This is an optimization exercise on Yosys and OpenROAD, whose aim is small area and a short achievable clock period, not a production implementation.
Function was checked by simulation only, so behaviour that the tests miss may differ from the original.
The flow treats the clock pin as an ideal source, which a real chip does not have.
Power figures rest on the tool's default switching activity, not on a simulated workload.

## old
==> flow/design.v <==
module tc_timer_bank #(
   parameter int               WIDTH      = 64,
   parameter int               CHANNELS   = 4,
   parameter int               PRESCALE_W = 8,
   parameter logic [WIDTH-1:0] START_TIME = '0,
   parameter int               CH_W       = (CHANNELS > 1) ? $clog2(CHANNELS) : 1
) (
   input  logic                  clk,
   input  logic                  rst,
   input  logic                  en,
   input  logic [PRESCALE_W-1:0] prescale,
   input  logic                  time_wr,
   output logic [WIDTH-1:0]      time_out,
   input  logic                  wr_en,
   input  logic [CH_W-1:0]       wr_ch,
   input  logic [1:0]            wr_addr,
   input  logic [WIDTH-1:0]      wr_data,
   input  logic [CH_W-1:0]       rd_ch,
   input  logic [1:0]            rd_addr,
   output logic [WIDTH-1:0]      rd_data,
   output logic [CHANNELS-1:0]   expire,
   output logic [CHANNELS-1:0]   irq
);
   localparam logic [1:0] A_CTRL   = 2'd0;
   localparam logic [1:0] A_RELOAD = 2'd1;
   localparam logic [1:0] A_COUNT  = 2'd2;
   localparam logic [1:0] A_STATUS = 2'd3;
   localparam int         NB       = WIDTH / 8;    
   function automatic logic [NB-1:0] byte_is(input logic [WIDTH-1:0] v, input logic [7:0] b);
      for (int k = 0; k < NB; k++) byte_is[k] = (v[8*k +: 8] == b);
   endfunction
   function automatic logic [NB-1:0] start_ones();
      for (int k = 0; k < NB; k++) start_ones[k] = (START_TIME[8*k +: 8] == 8'hff);
   endfunction
   logic [PRESCALE_W-1:0] pre_q, pre_d, pre_inc;
   logic [WIDTH-1:0]      tbase_q, tbase_d, tinc;
   logic [NB-1:0]         tones_q, tones_d;    
   logic [NB-1:0]         tcarry;              
   logic                  tick, pre_ge;
   logic [CHANNELS-1:0]   run_q, run_d;
   logic [CHANNELS-1:0]   per_q, per_d;
   logic [CHANNELS-1:0]   irq_q, irq_d;
   logic [CHANNELS-1:0]   exp_q, exp_d;
   logic [CHANNELS-1:0]   rval_q, rval_d;    
   logic [CHANNELS-1:0]   cval_q, cval_d;    
   logic [CHANNELS-1:0]   reload_we;
   logic [WIDTH-1:0]      reload_q [CHANNELS];
   logic [WIDTH-1:0]      count_q  [CHANNELS];
   logic [WIDTH-1:0]      count_d  [CHANNELS];
   logic [WIDTH-1:0]      cdec     [CHANNELS];   
   logic [NB-1:0]         czero_q  [CHANNELS];   
   logic [NB-1:0]         czero_d  [CHANNELS];
   logic [NB-1:0]         cborrow  [CHANNELS];   
   logic [CHANNELS-1:0]   cle1_q, cle1_d;            
   logic [WIDTH-1:0]      rd_q, rd_d;
   always_ff @(posedge clk or posedge rst) begin
      if (rst) begin
         pre_q   <= '0;
         tbase_q <= START_TIME;
         tones_q <= start_ones();
         run_q   <= '0;
         per_q   <= '0;
         irq_q   <= '0;
         exp_q   <= '0;
         rval_q  <= '0;
         cval_q  <= '0;
         rd_q    <= '0;
      end else begin
         pre_q   <= pre_d;
         tbase_q <= tbase_d;
         tones_q <= tones_d;
         run_q   <= run_d;
         per_q   <= per_d;
         irq_q   <= irq_d;
         exp_q   <= exp_d;
         rval_q  <= rval_d;
         cval_q  <= cval_d;
         rd_q    <= rd_d;
      end
   end
   always_ff @(posedge clk) begin
      for (int c = 0; c < CHANNELS; c++) begin
         if (reload_we[c]) reload_q[c] <= wr_data;
         count_q[c] <= count_d[c];
         czero_q[c] <= czero_d[c];
      end
      cle1_q <= cle1_d;
   end
   for (genvar i = 0; i < PRESCALE_W; i++) begin : g_pre
      if (i == 0) begin : g_lsb
         assign pre_inc[i] = ~pre_q[i];
      end else begin : g_bit
         assign pre_inc[i] = pre_q[i] ^ (&pre_q[i-1:0]);
      end
   end
   localparam int PL = $clog2(PRESCALE_W) + 1;
   logic [PRESCALE_W-1:0] cmp_g [PL];
   logic [PRESCALE_W-1:0] cmp_p [PL];
   assign cmp_g[0] = ~pre_q & prescale;
   assign cmp_p[0] = ~pre_q | prescale;
   for (genvar l = 1; l < PL; l++) begin : g_cmp
      for (genvar i = 0; i < PRESCALE_W; i++) begin : g_node
         if ((i % (1 << l)) == 0 && i + (1 << (l - 1)) < PRESCALE_W) begin : g_pair
            assign cmp_g[l][i] = cmp_g[l-1][i + (1 << (l - 1))]
                               | (cmp_p[l-1][i + (1 << (l - 1))] & cmp_g[l-1][i]);
            assign cmp_p[l][i] = cmp_p[l-1][i + (1 << (l - 1))] & cmp_p[l-1][i];
         end else begin : g_pass
            assign cmp_g[l][i] = cmp_g[l-1][i];
            assign cmp_p[l][i] = cmp_p[l-1][i];
         end
      end
   end
   assign pre_ge = ~cmp_g[PL-1][0];
   for (genvar k = 0; k < NB; k++) begin : g_tbyte
      if (k == 0) begin : g_first
         assign tcarry[k] = 1'b1;
      end else begin : g_next
         assign tcarry[k] = &tones_q[k-1:0];
      end
      for (genvar j = 0; j < 8; j++) begin : g_bit
         if (j == 0) begin : g_lsb
            assign tinc[8*k+j] = tbase_q[8*k+j] ^ tcarry[k];
         end else begin : g_rest
            assign tinc[8*k+j] = tbase_q[8*k+j] ^ (tcarry[k] & (&tbase_q[8*k +: j]));
         end
      end
   end
   for (genvar c = 0; c < CHANNELS; c++) begin : g_ch
      for (genvar k = 0; k < NB; k++) begin : g_byte
         if (k == 0) begin : g_first
            assign cborrow[c][k] = 1'b1;
         end else begin : g_next
            assign cborrow[c][k] = &czero_q[c][k-1:0];
         end
         for (genvar j = 0; j < 8; j++) begin : g_bit
            if (j == 0) begin : g_lsb
               assign cdec[c][8*k+j] = count_q[c][8*k+j] ^ cborrow[c][k];
            end else begin : g_rest
               assign cdec[c][8*k+j] = count_q[c][8*k+j] ^ (cborrow[c][k] & ~(|count_q[c][8*k +: j]));
            end
         end
      end
   end
   always_comb begin
      logic [NB-1:0] tfe;
      tick  = en && pre_ge;
      pre_d = pre_q;
      if (en) pre_d = tick ? '0 : pre_inc;
      tfe = byte_is(tbase_q, 8'hfe);
      if (time_wr) begin
         tbase_d = wr_data;
         tones_d = byte_is(wr_data, 8'hff);
      end else if (tick) begin
         tbase_d = tinc;
         tones_d = (tcarry & tfe) | (~tcarry & tones_q);
      end else begin
         tbase_d = tbase_q;
         tones_d = tones_q;
      end
   end
   always_comb begin
      logic [NB-1:0] wd_zero;
      logic          wd_le1;
      wd_zero = byte_is(wr_data, 8'h00);
      wd_le1  = (&wd_zero[NB-1:1]) && !(|wr_data[7:1]);
      for (int c = 0; c < CHANNELS; c++) begin
         logic sel, w_ctrl, w_rl, w_cnt, w_st, start, act, le1, ex;
         logic s_wd, s_rl, s_dec, s_hold, s_zero;
         logic [NB-1:0] one, rl_zero, dec_zero;
         sel    = wr_en && (wr_ch == CH_W'(c));
         w_ctrl = sel && (wr_addr == A_CTRL);
         w_rl   = sel && (wr_addr == A_RELOAD);
         w_cnt  = sel && (wr_addr == A_COUNT);
         w_st   = sel && (wr_addr == A_STATUS);
         start  = w_ctrl && !run_q[c] && wr_data[0];
         act    = run_q[c] && !(sel && wr_addr != A_STATUS);
         le1    = cle1_q[c];
         ex     = tick && (act && le1);
         exp_d[c]  = ex;
         irq_d[c]  = ex || (irq_q[c] && !(w_st && wr_data[0]));
         run_d[c]  = w_ctrl ? wr_data[0] : (run_q[c] && !(tick && (act && le1 && !per_q[c])));
         per_d[c]  = w_ctrl ? wr_data[1] : per_q[c];
         rval_d[c] = rval_q[c] || w_rl;
         cval_d[c] = cval_q[c] || w_cnt || start || (tick && (act && le1 && per_q[c]));
         reload_we[c] = w_rl;
         s_wd   = w_cnt;
         s_rl   = (start && rval_q[c]) || (tick && (act && le1 && per_q[c] && rval_q[c]));
         s_zero = (start && !rval_q[c]) || (tick && (act && le1 && !(per_q[c] && rval_q[c])));
         s_dec  = tick && (act && !le1);
         s_hold = !w_cnt && !start && !(tick && act);
         one      = byte_is(count_q[c], 8'h01);
         dec_zero = (cborrow[c] & one) | (~cborrow[c] & czero_q[c]);
         rl_zero  = byte_is(reload_q[c], 8'h00);
         count_d[c] = ({WIDTH{s_wd}}   & wr_data)
                    | ({WIDTH{s_rl}}   & reload_q[c])
                    | ({WIDTH{s_dec}}  & cdec[c])
                    | ({WIDTH{s_hold}} & count_q[c]);
         cle1_d[c]  = (s_wd   && wd_le1)
                   || (s_rl   && (&rl_zero[NB-1:1]) && !(|reload_q[c][7:1]))
                   ||  s_zero
                   || (s_dec  && (&czero_q[c][NB-1:1]) && count_q[c][7:0] == 8'd2)
                   || (s_hold && cle1_q[c]);
         czero_d[c] = ({NB{s_wd}}   & wd_zero)
                    | ({NB{s_rl}}   & rl_zero)
                    | ({NB{s_zero}})
                    | ({NB{s_dec}}  & dec_zero)
                    | ({NB{s_hold}} & czero_q[c]);
      end
   end
   always_comb begin
      rd_d = '0;
      for (int c = 0; c < CHANNELS; c++) begin
         logic ch;
         ch = (rd_ch == CH_W'(c));
         rd_d = rd_d
              | ({WIDTH{ch && rd_addr == A_CTRL}}                & WIDTH'({per_q[c], run_q[c]}))
              | ({WIDTH{ch && rd_addr == A_RELOAD && rval_q[c]}} & reload_q[c])
              | ({WIDTH{ch && rd_addr == A_COUNT && cval_q[c]}}  & count_q[c])
              | ({WIDTH{ch && rd_addr == A_STATUS}}              & WIDTH'(irq_q[c]));
      end
   end
   assign time_out = tbase_q;
   assign rd_data  = rd_q;
   assign expire   = exp_q;
   assign irq      = irq_q;
endmodule
export LEC_CHECK = 0
export CAP_MARGIN = 20
export CORE_MARGIN = 2
export CORE_UTILIZATION = 55
export SLEW_MARGIN = 20
create_clock -name core_clock -period 5.0 [get_ports {clk}]
standard.sh (not shown) runs the stock make flow with config.mk's settings and CLKGATE_MAP_FILE= SYNTH_SCRIPT=/design/flow/synth_recipe.tcl, a recipe that flattens the netlist after the stock synthesis.
==> flow/flow/run.sh <==
#!/bin/bash
# Standard ORFS layout, with:
# - the I/O port buffers built from plain buf_1 cells (ORFS otherwise picks a
#   slow delay buffer for them); repair upsizes the ones on critical paths;
# - the buffers ABC inserted removed at floorplan instead of a setup repair
#   there, before placement has any wires to time;
# - clock tree sinks clustered 20 at a time within 100 um, without dummy loads;
# - setup repair aiming at 2.35 ns of slack up to clock tree synthesis, with a
#   second repair pass after it (flow/post_cts.tcl), and at 2.3 ns after global
#   routing.
set -euo pipefail
ARGS=(
   "BUFFER_PORTS_ARGS=-buffer_cell sky130_fd_sc_hd__buf_1"
   REMOVE_ABC_BUFFERS=1
   "CTS_ARGS=-sink_clustering_enable -repair_clock_nets -sink_clustering_size 20 -sink_clustering_max_diameter 100 -dont_use_dummy_load"
)
bash standard.sh "${ARGS[@]}" "POST_CTS_TCL=$PWD/flow/post_cts.tcl" SETUP_SLACK_MARGIN=2.35 cts > flow_make_cts.log 2>&1
bash standard.sh "${ARGS[@]}" SETUP_SLACK_MARGIN=2.3 finish > flow_make_finish.log 2>&1
==> flow/flow/post_cts.tcl <==
# Sourced by ORFS's cts.tcl after its own repair: repair setup timing once more,
# since a single repair_timing call often stops short of its margin.
estimate_parasitics -placement
repair_timing_helper
detailed_placement
check_placement -verbose
Per the final summary, old finished and its layout is clean on timing, DRC and antenna.
Modified inputs, new compared to old
Settings: SETUP_SLACK_MARGIN now 2.3, previously not set; CORE_UTILIZATION now 50, was 55.
==> flow/flow/run.sh <==
#!/bin/bash
# Standard ORFS layout, with:
# - the I/O port buffers built from plain buf_2 cells (ORFS otherwise picks a
#   slow delay buffer for them);
# - clock tree sinks clustered 20 at a time within 100 um, without dummy loads.
set -euo pipefail
bash standard.sh \
   "BUFFER_PORTS_ARGS=-buffer_cell sky130_fd_sc_hd__buf_2" \
   "CTS_ARGS=-sink_clustering_enable -repair_clock_nets -sink_clustering_size 20 -sink_clustering_max_diameter 100 -dont_use_dummy_load" \
   finish > flow_make.log 2>&1
removed: flow/flow/post_cts.tcl
Results
Per the final summary, new finished and its layout is clean on timing, DRC and antenna.
Summary of the comparison: critical path depth is higher in new, relative to old.
First-iteration DRC count in new is 668 lower than in old
As far as total clock sinks goes, old and new are indistinguishable; the numbers are identical.
Re minimum period implied by the final worst setup slack: old was higher than new.
Delta (new minus old): worst hold margin decreased 0.21 ns; part of the total power dissipated in combinational logic shows an increase of 0.3 points; synthesized-area fraction occupied by and/or/nand/nor cells closely matched the old numbers; layout multi-input combinational cell count neither gained nor lost much.
Delta(fraction of the core area covered by cells at the end of the flow, new - old) < 0
Of old and new, the run reporting the lower fraction of final layout cells with drive strength greater than 1 was old.
Clock power: old vs new — no meaningful difference
Of the two values seen for type of the tightest min-delay check, in -> async was produced by new and reg -> reg by old.

-- port drivers added, routing unchanged --
The results above use ideal ports. As a check the final layouts listed here were re-extracted and re-timed, cells and wires unchanged. Step 1, drivers: a clkbuf_16 drives clk and a buf_2 each remaining input, both assumed. Step 2, shift: input delay + t, output delay - t, t = (earliest + latest rising clock arrival at the registers) / 2. This alone moves slack from input paths to output paths. Three values: no drivers, after step 1, after step 2; two values: the first two.
| run | t, ns | setup WS [ns] | slew at the worst register clock pin (ns) |
|---|---|---|---|
| old | 0.680 | 2.174 / 2.220 / 1.540 | 0.09 / 0.09 |
| new | 0.697 | 2.258 / 2.295 / 1.598 | 0.11 / 0.11 |
After both steps setup and hold are still met in every run listed. For new, which loses most, drivers alone change the setup slack by +0.037 ns; drivers and shift together by -0.660 ns.
